Source: an optimization exercise on an open RTL-to-GDS flow (aim: small area, a short achievable clock period and few clock cycles per item). Production flows keep margins and buffers that such runs may drop. Only simulation tests tie the RTL to the original design; equivalence was not proved. The flow treats the clock pin as an ideal source. Dropping or thinning the clock tree relies on that and would not hold on a real chip. No activity file was given, so power comes from the tool's default toggle rates.

run 1:
## hilbert_curve_converter
module hilbert_curve_converter (
   input  logic                        clock,
   input  logic                        reset,
   input  logic                        req_valid,
   output logic                        req_stall,
   input  logic [64:0]                 req_word,
   output logic                        rsp_valid,
   input  logic                        rsp_stall,
   output logic [63:0]                 rsp_word,
   input  logic                        csr_write_enable,
   input  logic [4:0]                  csr_write_data
);
For scale: roughly 610 cells after synthesis, ~140 I/O pins.
export LEC_CHECK = 0
export ABC_AREA = 1
export CAP_MARGIN = 20
export CORE_AREA = 2.3 2.72 121.9 122.4
export DIE_AREA = 0 0 124 124.5
export SETUP_SLACK_MARGIN = 2.8
export SLEW_MARGIN = 20
export TNS_END_PERCENT = 5
create_clock -name core_clock -period 5.0 [get_ports {clock}]
standard.sh (not shown) runs the stock make flow with config.mk's settings and CLKGATE_MAP_FILE= SYNTH_SCRIPT=/design/flow/synth_recipe.tcl, a recipe that flattens the netlist after the stock synthesis.
==> flow/flow/run.sh <==
#!/bin/bash
# The standard layout, with three changes:
#  - after the standard synthesis, its combinational logic is mapped again by
#    ABC (flow/remap.tcl, script below); every register instance is kept as
#    the standard synthesis made it, with its name and cell;
#  - the ports are buffered by the smallest buffer instead of the delay buffer
#    buffer_ports picks by default; every port still gets its own buffer;
#  - the clock tree is one level of four clkbuf_16 (flow/one_level_cts.tcl)
#    instead of TritonCTS's two-level H-tree.
# Each tool's output goes to a log file of its own in this folder.
set -euo pipefail
work=$(pwd)
results=$work/orfs/results/sky130hd/hilbert_curve_converter/base
export BUFFER_PORTS_ARGS="-buffer_cell sky130_fd_sc_hd__buf_1"
export PRE_CTS_TCL="$work/flow/one_level_cts.tcl"

# standard synthesis
bash standard.sh "$results/1_2_yosys.v" > standard_synth.log 2>&1

# re-map the combinational logic
cp "$results/1_2_yosys.v" "$work/standard_netlist.v"
YOSYS=$(command -v yosys || echo "$FLOW_HOME/../tools/install/yosys/bin/yosys")
REMAP_IN=$work/standard_netlist.v REMAP_OUT=$work/remapped_netlist.v \
REMAP_TOP=${FLOW_TOP:-hilbert_curve_converter} REMAP_STAT=$work/remap_stat.txt \
REMAP_LIB=$FLOW_HOME/platforms/sky130hd/lib/sky130_fd_sc_hd__tt_025C_1v80.lib \
REMAP_SCRIPT="strash; &get -n; &dch -f; &nf -R 1000; &put" \
  "$YOSYS" -c "$work/flow/remap.tcl" > remap.log 2>&1
cp "$work/remapped_netlist.v" "$results/1_2_yosys.v"
touch "$results/1_2_yosys.v"

# the rest of the standard layout on the re-mapped netlist
bash standard.sh finish > standard_layout.log 2>&1
Other scripts of this flow, unchanged in this note and not shown: flow/flow/one_level_cts.tcl, flow/flow/remap.tcl
Looking at the reports, run 1 completed the entire flow and the layout it produced met the timing, DRC and antenna checks.
Testbench counts of run 1, summed over its fixed seeds: cycles 2,568, items 2,560.
[inputs] run 2 vs run 1
diff --git a/flow/config.mk b/flow/config.mk
--- a/flow/config.mk
+++ b/flow/config.mk
@@ -10,3 +10,4 @@
-export CORE_AREA = 2.3 2.72 121.9 122.4
-export DIE_AREA = 0 0 124 124.5
-export SETUP_SLACK_MARGIN = 2.8
+export CORE_AREA = 2.3 2.72 112.7 112.88
+export DIE_AREA = 0 0 115 115.2
+export GPL_TIMING_DRIVEN = 1
+export SETUP_SLACK_MARGIN = 2.6
Findings:
- Diff run 1 -> run 2: net switching share of the total power dropped 0.37 points; full die area has decreased; synthesized cell count level; time the worst path needs with I/O delays and setup went down.
- Run 1 → run 2: number of tapcells went down by 20%; depth of the worst register-to-register path fell 2; total power decreased 7.4%.
- The worst setup path endpoint comes out rsp_pz_ff[0] in one run and rsp_pz_ff[4] in the other, namely in run 2 and run 1 respectively.
- [run 2] area growth from synthesis to layout fell 6.9 points relative to run 1
- Setup slack is lower on run 1
--- input diff run 2..run 3 ---
diff --git a/flow/config.mk b/flow/config.mk
--- a/flow/config.mk
+++ b/flow/config.mk
@@ -10,3 +10,2 @@
-export CORE_AREA = 2.3 2.72 112.7 112.88
-export DIE_AREA = 0 0 115 115.2
-export GPL_TIMING_DRIVEN = 1
+export CORE_AREA = 2.3 2.72 121.9 122.4
+export DIE_AREA = 0 0 124 124.5
### Flow results
Looking at final cell count across run 2 and run 3, the one that comes out higher is run 3.
Run 2 has higher met3 track demand over resource in global routing than run 3.
Run 3 leaves less setup margin than run 2.
Biggest cell delay along the critical path: run 3 lower than run 2
Sequential power delta (run 3 -> run 2): insignificant
Relative area change from synthesis to final layout (lower): run 2
#### Input delta (run 4 over run 3)
diff --git a/flow/config.mk b/flow/config.mk
--- a/flow/config.mk
+++ b/flow/config.mk
@@ -10,2 +10,2 @@
-export CORE_AREA = 2.3 2.72 121.9 122.4
-export DIE_AREA = 0 0 124 124.5
+export CORE_AREA = 2.3 2.72 112.7 112.88
+export DIE_AREA = 0 0 115 115.2
Findings:
- Run 3: full flow OK, the timing, DRC and antenna checks passed
- Run 4 did not stop at any stage, and its layout met the timing, DRC and antenna checks.
- Per the comparison of run 4 with run 3, critical path depth went down by 3; cell area went down by about 1.3%; met1 capacity usage during global routing went up by 4.0 points.
No run of this note takes its clock network from TritonCTS; it comes from the design's own scripts or RTL.

## run a
Another version of the RTL of hilbert_curve_converter (not shown whole).
For scale: roughly 600 cells after synthesis, ~140 I/O pins, about 5600 sq um of cells after synthesis.
export LEC_CHECK = 0
export ABC_AREA = 1
export CAP_MARGIN = 20
export CORE_AREA = 2.3 2.72 121.9 122.4
export DIE_AREA = 0 0 124 124.5
export SETUP_SLACK_MARGIN = 3.0
export SLEW_MARGIN = 20
export TNS_END_PERCENT = 5
create_clock -name core_clock -period 5.0 [get_ports {clock}]
Scripts as last shown in full above: flow/flow/run.sh
Other scripts of this flow, unchanged in this note and not shown: flow/flow/one_level_cts.tcl, flow/flow/remap.tcl
Testbench counts of run a, summed over its fixed seeds: cycles 2,568, items 2,560.
Changes in run b relative to run a:
- a change of SETUP_SLACK_MARGIN from 3.0 to 2.2
- a deleted TNS_END_PERCENT that had been 5
### Flow results
- In the metrics for run b and run a, the one carrying the lower share of power burned in combinational logic is run a.
- Diff run a -> run b | total half-perimeter wirelength after legalization and detailed placement | up by a few percent
- Diff run a -> run b | share of cell area taken by multi-input logic gates | decrease of 0.34 points
- Per the comparison of run b with run a, overall routed net length went up by 4.8%, die area was more or less identical.
- Power in run b is about 2.3% above run a.
- Re smallest setup slack after layout: run a was higher than run b.
- The global-route track usage on met2 in run b sits 2.5 points above the value recorded for run a.
- Compare run b and run a | area added between synthesis and finish higher: run b
- In the tables for run b and run a, combined global-route utilization of all metal layers reads higher with run b.
- Run b went all the way through the flow, and no timing, DRC or antenna check failed.
In every run of this note, the design's own scripts or RTL, not TritonCTS, make the clock network.

Starting RTL as in the previous note.
export LEC_CHECK = 0
export ABC_AREA = 1
export CAP_MARGIN = 20
export CORE_AREA = 2.3 2.72 121.9 122.4
export DIE_AREA = 0 0 124 124.5
export SETUP_SLACK_MARGIN = 2.2
export SLEW_MARGIN = 20
export TNS_END_PERCENT = 5
create_clock -name core_clock -period 5.0 [get_ports {clock}]
==> flow/flow/run.sh <==
#!/bin/bash
# The standard layout, with two changes:
#  - the ports are buffered by the smallest buffer instead of the delay buffer
#    buffer_ports picks by default; every port still gets its own buffer;
#  - the clock tree is one level of four clkbuf_16 (flow/one_level_cts.tcl)
#    instead of TritonCTS's two-level H-tree.
set -euo pipefail
export BUFFER_PORTS_ARGS="-buffer_cell sky130_fd_sc_hd__buf_1"
export PRE_CTS_TCL="$(pwd)/flow/one_level_cts.tcl"
bash standard.sh finish > standard_flow.log 2>&1
Other scripts of this flow, unchanged in this note and not shown: flow/flow/one_level_cts.tcl
Testbench counts at the start, summed over its fixed seeds: cycles 2,568, items 2,560.
Change:
--- a/flow/config.mk
+++ b/flow/config.mk
@@ -12,3 +12,2 @@
 export SETUP_SLACK_MARGIN = 2.2
 export SLEW_MARGIN = 20
-export TNS_END_PERCENT = 5
What happened: Die area is unchanged. Cell count is about the same. First-iteration DRC count rises by 5.2%. Clock skew barely changes. Sequential share of layout area falls by 0.56 points. Setup slack gets worse by 29 ps. Total power rises by 3.2%.
No run of this note takes its clock network from TritonCTS; it comes from the design's own scripts or RTL.

Another version of the RTL of hilbert_curve_converter (not shown whole).
For scale: roughly 140 I/O pins, ~8400 um^2 of cells after synthesis.
==> flow/config.mk <==
export PLATFORM = sky130hd
export DESIGN_NAME = hilbert_curve_converter
export DESIGN_NICKNAME = hilbert_curve_converter
export VERILOG_FILES = /design/flow/design.v
export SDC_FILE = /design/flow/constraint.sdc
export NUM_CORES = 4
export LEC_CHECK = 0
export CAP_MARGIN = 20
export CORE_MARGIN = 2
export CORE_UTILIZATION = 40
export SLEW_MARGIN = 20
==> flow/constraint.sdc <==
create_clock -name core_clock -period 5.0 [get_ports {clock}]
set_input_delay 1.0000 -clock core_clock [delete_from_list [all_inputs] [get_ports {clock}]]
set_output_delay 1.0000 -clock core_clock [all_outputs]
set_load 0.01 [all_outputs]
run.sh (not shown) runs the stock make flow with config.mk's settings and CLKGATE_MAP_FILE= SYNTH_SCRIPT=/design/flow/synth_recipe.tcl, a recipe that flattens the netlist after the stock synthesis.
Stock flow here: none of the scripts above is used.
The starting point passed the timing, DRC and antenna checks.
Testbench counts at the start, summed over its fixed seeds: cycles 2,568, items 2,560.
Rerun with:
- ABC_CLOCK_PERIOD_IN_PS: default -> 3500
- SETUP_SLACK_MARGIN: default -> 1.5
Die area stays the same.
Cell area came out higher by 12%.
Flip-flop and latch count does not change.
Count of clock-buffer cells in the layout came out higher by 3.
Combinational power came out higher by 46%.
Non-clock buffer count came out higher by 50.
Synthesized cell count is unchanged.
Critical path depth came out higher by 2.

== JK ==
hilbert_curve_converter, a different RTL version from the one above (not shown whole).
Size in the first run: roughly 87 flip-flops, roughly 6600 um^2 of cells after synthesis.
Settings: LEC_CHECK=0, ABC_AREA=1, CAP_MARGIN=20, CORE_AREA=2.3 2.72 112.7 112.88, DIE_AREA=0 0 115 115.2, SETUP_SLACK_MARGIN=2.1, SLEW_MARGIN=20; clock period 5.0 ns.
standard.sh (not shown) runs the stock make flow with config.mk's settings and CLKGATE_MAP_FILE= SYNTH_SCRIPT=/design/flow/synth_recipe.tcl, a recipe that flattens the netlist after the stock synthesis.
==> flow/flow/one_level_cts.tcl <==
# PRE_CTS hook: build a one-level clock tree in place of TritonCTS's H-tree.
# The clock port drives four clkbuf_16, each of which drives the register
# clock pins of one quarter of the placed registers (split by y, then by x),
# placed at the middle of its quarter. All registers see the same one buffer
# stage, so the tree adds no skew on purpose; it only has less insertion delay.
proc one_level_clock {nb} {
  set block [ord::get_db_block]
  set clk_net [[$block findBTerm clock] getNet]
  set master [[ord::get_db] findMaster sky130_fd_sc_hd__clkbuf_16]
  set pts {}
  foreach it [$clk_net getITerms] {
    set loc [[$it getInst] getLocation]
    lappend pts [list [lindex $loc 0] [lindex $loc 1] $it]
  }
  set pts [lsort -integer -index 1 $pts]
  set n [llength $pts]
  set halves [list [lrange $pts 0 [expr {$n / 2 - 1}]] [lrange $pts [expr {$n / 2}] end]]
  set groups {}
  foreach h $halves {
    set h [lsort -integer -index 0 $h]
    set m [llength $h]
    set k [expr {$nb / 2}]
    for {set g 0} {$g < $k} {incr g} {
      lappend groups [lrange $h [expr {$g * $m / $k}] [expr {($g + 1) * $m / $k - 1}]]
    }
  }
  for {set g 0} {$g < [llength $groups]} {incr g} {
    set grp [lindex $groups $g]
    set sx 0
    set sy 0
    foreach p $grp {
      incr sx [lindex $p 0]
      incr sy [lindex $p 1]
    }
    set cx [expr {$sx / [llength $grp]}]
    set cy [expr {$sy / [llength $grp]}]
    set buf [odb::dbInst_create $block $master "clkbuf_leaf_$g"]
    $buf setLocation $cx $cy
    $buf setPlacementStatus PLACED
    set net [odb::dbNet_create $block "clknet_leaf_$g"]
    $net setSigType CLOCK
    foreach p $grp {
      set it [lindex $p 2]
      $it disconnect
      $it connect $net
    }
    [$buf findITerm X] connect $net
    [$buf findITerm A] connect $clk_net
  }
  puts "one-level clock tree: [llength $groups] clkbuf_16 for $n clock pins"
}

one_level_clock 4
set_propagated_clock [all_clocks]
# the tree is built; TritonCTS is not run on top of it
proc clock_tree_synthesis {args} {
  puts "clock_tree_synthesis skipped: one-level clock tree built in the PRE_CTS hook"
}
Scripts as last shown in full above: flow/flow/run.sh
JK was carried through to the last stage, and its layout satisfied the timing, DRC and antenna checks.
Testbench counts of JK, summed over its fixed seeds: cycles 2,568, items 2,560.
The inputs of MS differ from those of JK as listed below.
diff --git a/flow/config.mk b/flow/config.mk
--- a/flow/config.mk
+++ b/flow/config.mk
@@ -9,5 +9,5 @@
 export CAP_MARGIN = 20
-export CORE_AREA = 2.3 2.72 112.7 112.88
-export DIE_AREA = 0 0 115 115.2
-export SETUP_SLACK_MARGIN = 2.1
+export CORE_AREA = 2.3 2.72 121.9 122.4
+export DIE_AREA = 0 0 124 124.5
+export SETUP_SLACK_MARGIN = 2.2
 export SLEW_MARGIN = 20
==> comparison <==
Where worst slack after detailed placement is concerned, JK is outperformed by MS. Global-route usage for MS: 3.5 points down relative to JK. Relative to JK, via count decreased by about 2.2% in MS. MS against JK: proportion of layout cells with a drive suffix above 1 rose 1.9 points, critical path depth rose about 9%, width of the die rose about 8%, maximum number of pins on one net before global-route repair fell 4.
No run of this note takes its clock network from TritonCTS; it comes from the design's own scripts or RTL.

The RTL this note starts from:
==> flow/design.v <==
package hcc_pkg;
   localparam int MAX_ORDER = 16;
   localparam int COORD_W   = MAX_ORDER;
   localparam int INDEX_W   = 2 * MAX_ORDER;
   localparam int ORDER_W   = 5;
   localparam logic ACT_TO_INDEX  = 1'b0;
   localparam logic ACT_TO_COORDS = 1'b1;
   localparam int MAP_W = 4;
endpackage
module hcc_cell (
   input  logic [hcc_pkg::MAP_W-1:0] hi_map,
   input  logic [hcc_pkg::MAP_W-1:0] lo_map,
   output logic [hcc_pkg::MAP_W-1:0] out_map
);
   logic [1:0] hr, hk, lr, lk;
   assign {hr, hk} = hi_map;
   assign {lr, lk} = lo_map;
   assign out_map[2] = (lr[0] & hr[0]) ^ (lr[1] & hr[1]);
   assign out_map[3] = (lr[0] & hr[1]) ^ (lr[1] & (hr[0] ^ hr[1]));
   assign out_map[0] = (lr[0] & hk[0]) ^ (lr[1] & hk[1]) ^ lk[0];
   assign out_map[1] = (lr[0] & hk[1]) ^ (lr[1] & (hk[0] ^ hk[1])) ^ lk[1];
endmodule
module hcc_apply (
   input  logic [1:0]                state_in,
   input  logic [hcc_pkg::MAP_W-1:0] lo_map,
   output logic [1:0]                state_out
);
   logic [1:0] lr, lk;
   assign {lr, lk} = lo_map;
   assign state_out[0] = (lr[0] & state_in[0]) ^ (lr[1] & state_in[1]) ^ lk[0];
   assign state_out[1] = (lr[0] & state_in[1]) ^ (lr[1] & (state_in[0] ^ state_in[1])) ^ lk[1];
endmodule
module hilbert_curve_converter (
   input  logic                        clock,
   input  logic                        reset,
   input  logic                        req_valid,
   output logic                        req_stall,
   input  logic [64:0]                 req_word,
   output logic                        rsp_valid,
   input  logic                        rsp_stall,
   output logic [63:0]                 rsp_word,
   input  logic                        csr_write_enable,
   input  logic [4:0]                  csr_write_data
);
   localparam int N  = hcc_pkg::MAX_ORDER;
   localparam int NP = N / 2;
   localparam int MW = hcc_pkg::MAP_W;
   logic [hcc_pkg::ORDER_W-1:0] order_ff;       
   logic [N-1:0]                lvl_mask;       
   logic                        take;           
   logic                        s1_take;        
   logic [N-1:0]                a_in, e_in;
   logic                        s1_valid_ff;
   logic                        s1_action_ff;
   logic [N-1:0]                s1_a_ff, s1_e_ff;
   logic [NP-1:0][MW-1:0]       pmap;           
   logic [NP-1:0][MW-1:0]       pre_in;         
   logic [NP-1:0][MW-1:0]       pre_out;        
   logic [N-1:0]                st_u, st_c;     
   logic [2*N-1:0]              res_in;         
   logic                        rsp_valid_ff;
   logic                        rsp_action_ff;
   logic [2*N-1:0]              rsp_res_ff;
   function automatic logic [1:0] lvl_step(input logic act, input logic a, input logic e,
                                           input logic [1:0] z);
      logic u, c;
      u = z[1];
      c = z[0];
      if (act == hcc_pkg::ACT_TO_INDEX) begin
         if (!e) u = u ^ c;
         else    c = c ^ u;
      end
      lvl_step = {u ^ (!a & !e), c ^ (a & e)};
   endfunction
   always_ff @(posedge clock) begin
      if (reset) begin
         order_ff <= hcc_pkg::ORDER_W'(N);
      end else if (csr_write_enable) begin
         order_ff <= (csr_write_data[4] && csr_write_data[3:0] != 4'd0) ? hcc_pkg::ORDER_W'(N) : csr_write_data;
      end
   end
   always_comb begin
      lvl_mask = '0;
      for (int s = 0; s < N; s++) begin
         if (order_ff[4] || order_ff[3:0] > 4'(s)) lvl_mask[s] = 1'b1;
      end
   end
   for (genvar s = 0; s < N; s++) begin : g_in
      assign a_in[s] = req_word[64] ? req_word[2*s+1] : req_word[48+s];
      assign e_in[s] = req_word[64] ? req_word[2*s] : req_word[48+s] ^ req_word[32+s];
   end
   assign take      = !rsp_valid_ff || !rsp_stall;
   assign s1_take   = !s1_valid_ff || take;
   assign req_stall = !s1_take;
   always_ff @(posedge clock) begin
      if (reset) begin
         s1_valid_ff <= 1'b0;
      end else if (s1_take) begin
         s1_valid_ff <= req_valid;
      end
   end
   always_ff @(posedge clock) begin
      if (reset) begin
         rsp_valid_ff <= 1'b0;
      end else if (take) begin
         rsp_valid_ff <= s1_valid_ff;
      end
   end
   always_ff @(posedge clock) begin
      if (s1_take) begin
         s1_action_ff <= req_word[64];
         s1_a_ff      <= a_in & lvl_mask;
         s1_e_ff      <= e_in & lvl_mask;
      end
   end
   for (genvar j = 0; j < NP; j++) begin : g_pair
      logic ah, eh, al, el;
      logic [1:0] r, k;
      assign ah = s1_a_ff[2*j+1];
      assign eh = s1_e_ff[2*j+1];
      assign al = s1_a_ff[2*j];
      assign el = s1_e_ff[2*j];
      assign r = (s1_action_ff == hcc_pkg::ACT_TO_INDEX) ? {eh ^ el, !(eh && !el)} : 2'b01;
      assign k = lvl_step(s1_action_ff, al, el, lvl_step(s1_action_ff, ah, eh, 2'b00));
      assign pmap[j] = {r, k[0], k[1]};
   end
   for (genvar i = 0; i < NP; i++) begin : g_pre0
      if (i == 0) begin : g_top
         logic u0;
         assign u0 = order_ff[0];
         assign pre_in[i] = {2'b00, pmap[NP-1][1:0] ^ ({2{u0}} & pmap[NP-1][3:2])};
      end else begin : g_rest
         assign pre_in[i] = pmap[NP-1-i];
      end
   end
   logic [MW-1:0] p0_0;
   logic [MW-1:0] p1_0;
   logic [MW-1:0] p2_0;
   logic [MW-1:0] p3_0;
   logic [MW-1:0] p4_0;
   logic [MW-1:0] p5_0;
   logic [MW-1:0] p6_0;
   logic [MW-1:0] p7_0;
   logic [MW-1:0] p1_1;
   logic [MW-1:0] p3_1;
   logic [MW-1:0] p5_1;
   logic [MW-1:0] p7_1;
   logic [MW-1:0] p2_1;
   logic [MW-1:0] p3_2;
   logic [MW-1:0] p6_1;
   logic [MW-1:0] p7_2;
   logic [MW-1:0] p4_1;
   logic [MW-1:0] p5_2;
   logic [MW-1:0] p6_2;
   logic [MW-1:0] p7_3;
   assign p0_0 = pre_in[0];
   assign p1_0 = pre_in[1];
   assign p2_0 = pre_in[2];
   assign p3_0 = pre_in[3];
   assign p4_0 = pre_in[4];
   assign p5_0 = pre_in[5];
   assign p6_0 = pre_in[6];
   assign p7_0 = pre_in[7];
   assign p1_1[3:2] = 2'b00;
   hcc_apply u_n1_1 (.state_in(p0_0[1:0]), .lo_map(p1_0), .state_out(p1_1[1:0]));
   hcc_cell u_n3_1 (.hi_map(p2_0), .lo_map(p3_0), .out_map(p3_1));
   hcc_cell u_n5_1 (.hi_map(p4_0), .lo_map(p5_0), .out_map(p5_1));
   hcc_cell u_n7_1 (.hi_map(p6_0), .lo_map(p7_0), .out_map(p7_1));
   assign p2_1[3:2] = 2'b00;
   hcc_apply u_n2_1 (.state_in(p1_1[1:0]), .lo_map(p2_0), .state_out(p2_1[1:0]));
   assign p3_2[3:2] = 2'b00;
   hcc_apply u_n3_2 (.state_in(p1_1[1:0]), .lo_map(p3_1), .state_out(p3_2[1:0]));
   hcc_cell u_n6_1 (.hi_map(p5_1), .lo_map(p6_0), .out_map(p6_1));
   hcc_cell u_n7_2 (.hi_map(p5_1), .lo_map(p7_1), .out_map(p7_2));
   assign p4_1[3:2] = 2'b00;
   hcc_apply u_n4_1 (.state_in(p3_2[1:0]), .lo_map(p4_0), .state_out(p4_1[1:0]));
   assign p5_2[3:2] = 2'b00;
   hcc_apply u_n5_2 (.state_in(p3_2[1:0]), .lo_map(p5_1), .state_out(p5_2[1:0]));
   assign p6_2[3:2] = 2'b00;
   hcc_apply u_n6_2 (.state_in(p3_2[1:0]), .lo_map(p6_1), .state_out(p6_2[1:0]));
   assign p7_3[3:2] = 2'b00;
   hcc_apply u_n7_3 (.state_in(p3_2[1:0]), .lo_map(p7_2), .state_out(p7_3[1:0]));
   assign pre_out[0] = p0_0;
   assign pre_out[1] = p1_1;
   assign pre_out[2] = p2_1;
   assign pre_out[3] = p3_2;
   assign pre_out[4] = p4_1;
   assign pre_out[5] = p5_2;
   assign pre_out[6] = p6_2;
   assign pre_out[7] = p7_3;
   for (genvar j = 0; j < NP; j++) begin : g_state
      logic [1:0] zs;
      if (j == NP-1) begin : g_top
         assign zs = {order_ff[0], 1'b0};
      end else begin : g_rest
         assign zs = {pre_out[NP-2-j][0], pre_out[NP-2-j][1]};
      end
      assign {st_u[2*j+1], st_c[2*j+1]} = zs;
      assign {st_u[2*j], st_c[2*j]} = lvl_step(s1_action_ff, s1_a_ff[2*j+1], s1_e_ff[2*j+1], zs);
   end
   for (genvar s = 0; s < N; s++) begin : g_out
      logic a, e, u, c, hi;
      assign a  = s1_a_ff[s];
      assign e  = s1_e_ff[s];
      assign u  = st_u[s];
      assign c  = st_c[s];
      assign hi = a ^ c ^ ((u ^ c) & e);
      assign res_in[2*s+1] = hi;
      assign res_in[2*s]   = e ^ (hi & (s1_action_ff == hcc_pkg::ACT_TO_COORDS));
   end
   always_ff @(posedge clock) begin
      if (take) begin
         rsp_action_ff <= s1_action_ff;
         rsp_res_ff    <= res_in;
      end
   end
   for (genvar s = 0; s < N; s++) begin : g_rsp
      assign rsp_word[32+2*s+1] = rsp_res_ff[2*s+1] & (rsp_action_ff == hcc_pkg::ACT_TO_INDEX);
      assign rsp_word[32+2*s]   = rsp_res_ff[2*s]   & (rsp_action_ff == hcc_pkg::ACT_TO_INDEX);
      assign rsp_word[16+s]     = rsp_res_ff[2*s+1] & (rsp_action_ff == hcc_pkg::ACT_TO_COORDS);
      assign rsp_word[s]        = rsp_res_ff[2*s]   & (rsp_action_ff == hcc_pkg::ACT_TO_COORDS);
   end
   assign rsp_valid = rsp_valid_ff;
endmodule
export LEC_CHECK = 0
export ABC_AREA = 1
export CAP_MARGIN = 20
export CORE_MARGIN = 2
export CORE_UTILIZATION = 55
export SETUP_SLACK_MARGIN = 1.5
export SLEW_MARGIN = 20
create_clock -name core_clock -period 5.0 [get_ports {clock}]
==> flow/flow/run.sh <==
#!/bin/bash
# The standard layout, with the ports buffered by the smallest buffer instead
# of the delay buffer buffer_ports picks by default. Every port still gets
# its own buffer.
set -euo pipefail
export BUFFER_PORTS_ARGS="-buffer_cell sky130_fd_sc_hd__buf_1"
bash standard.sh finish > standard_flow.log 2>&1
The first run passed the timing, DRC and antenna checks.
Testbench counts at the start, summed over its fixed seeds: cycles 2,568, items 2,560.
Next try:
==> flow/run.sh (new file) <==
#!/bin/bash
# synth_recipe.tcl (not shown) runs the flow's synth.tcl, then flattens the netlist and writes it again
# the make line also repeats each setting of config.mk as NAME=value (left out here)
make -C /OpenROAD-flow-scripts/flow DESIGN_CONFIG=/design/flow/config.mk WORK_HOME=/design/flow/orfs CLKGATE_MAP_FILE= SYNTH_SCRIPT=/design/flow/synth_recipe.tcl finish
CORE_UTILIZATION = 40   (was 55)
SETUP_SLACK_MARGIN = default   (was 1.5)
removed: flow/flow/run.sh
removed: flow/standard.sh
=>
- setup slack got worse by 0.29 ns
- die area climbs by well over a third
- non-clock buffer count goes down by 38

[what the ideal ports hide]
Ports are ideal in the flow. The routed layouts listed here were re-timed in OpenROAD. Step 1, drivers: a clkbuf_16 drives clock and a buf_2 each remaining input, both assumed. Step 2 times the ports against the registers' clock, not the clock port: input delays grow and output delays shrink by t, the midpoint of the rising clock arrivals with the driver on. Slacks: no drivers / after step 1 / after step 2; pairs: no drivers / after step 1.
| run | shift t [ns] | slack for setup (ns) | worst setup path after step 2 | slew at the worst register clock pin (ns) |
|---|---|---|---|---|
| run 1 | 0.239 | 2.007 / 2.007 / 2.007 | register to register | 0.09 / 0.09 |
| run 2 | 0.238 | 2.106 / 2.099 / 1.978 | input to register | 0.09 / 0.09 |
| run 3 | 0.236 | 2.065 / 2.065 / 2.058 | input to register | 0.09 / 0.09 |
| run 4 | 0.238 | 2.106 / 2.099 / 1.978 | input to register | 0.09 / 0.09 |
| run a | 0.230 | 1.837 / 1.837 / 1.837 | register to register | 0.09 / 0.09 |
| run b | 0.230 | 1.801 / 1.800 / 1.800 | register to register | 0.09 / 0.09 |
| the first run of note 3 | 0.236 | 2.241 / 2.188 / 2.220 | input to output | 0.09 / 0.09 |
| the second run of note 3 | 0.237 | 2.212 / 2.190 / 2.212 | register to register | 0.09 / 0.09 |
| the first run of note 4 | 0.393 | 0.351 / 0.351 / 0.351 | register to register | 0.07 / 0.07 |
| the second run of note 4 | 0.386 | 0.418 / 0.418 / 0.418 | register to register | 0.06 / 0.06 |
| JK | 0.239 | 2.138 / 2.082 / 2.123 | input to register | 0.10 / 0.10 |
| MS | 0.240 | 2.206 / 2.206 / 2.206 | register to register | 0.10 / 0.10 |
| the first run of note 6 | 0.376 | 1.317 / 1.317 / 1.317 | register to register | 0.06 / 0.06 |
| the second run of note 6 | 0.386 | 1.028 / 1.028 / 1.028 | register to register | 0.06 / 0.06 |
After both steps setup and hold are still met in every run listed.
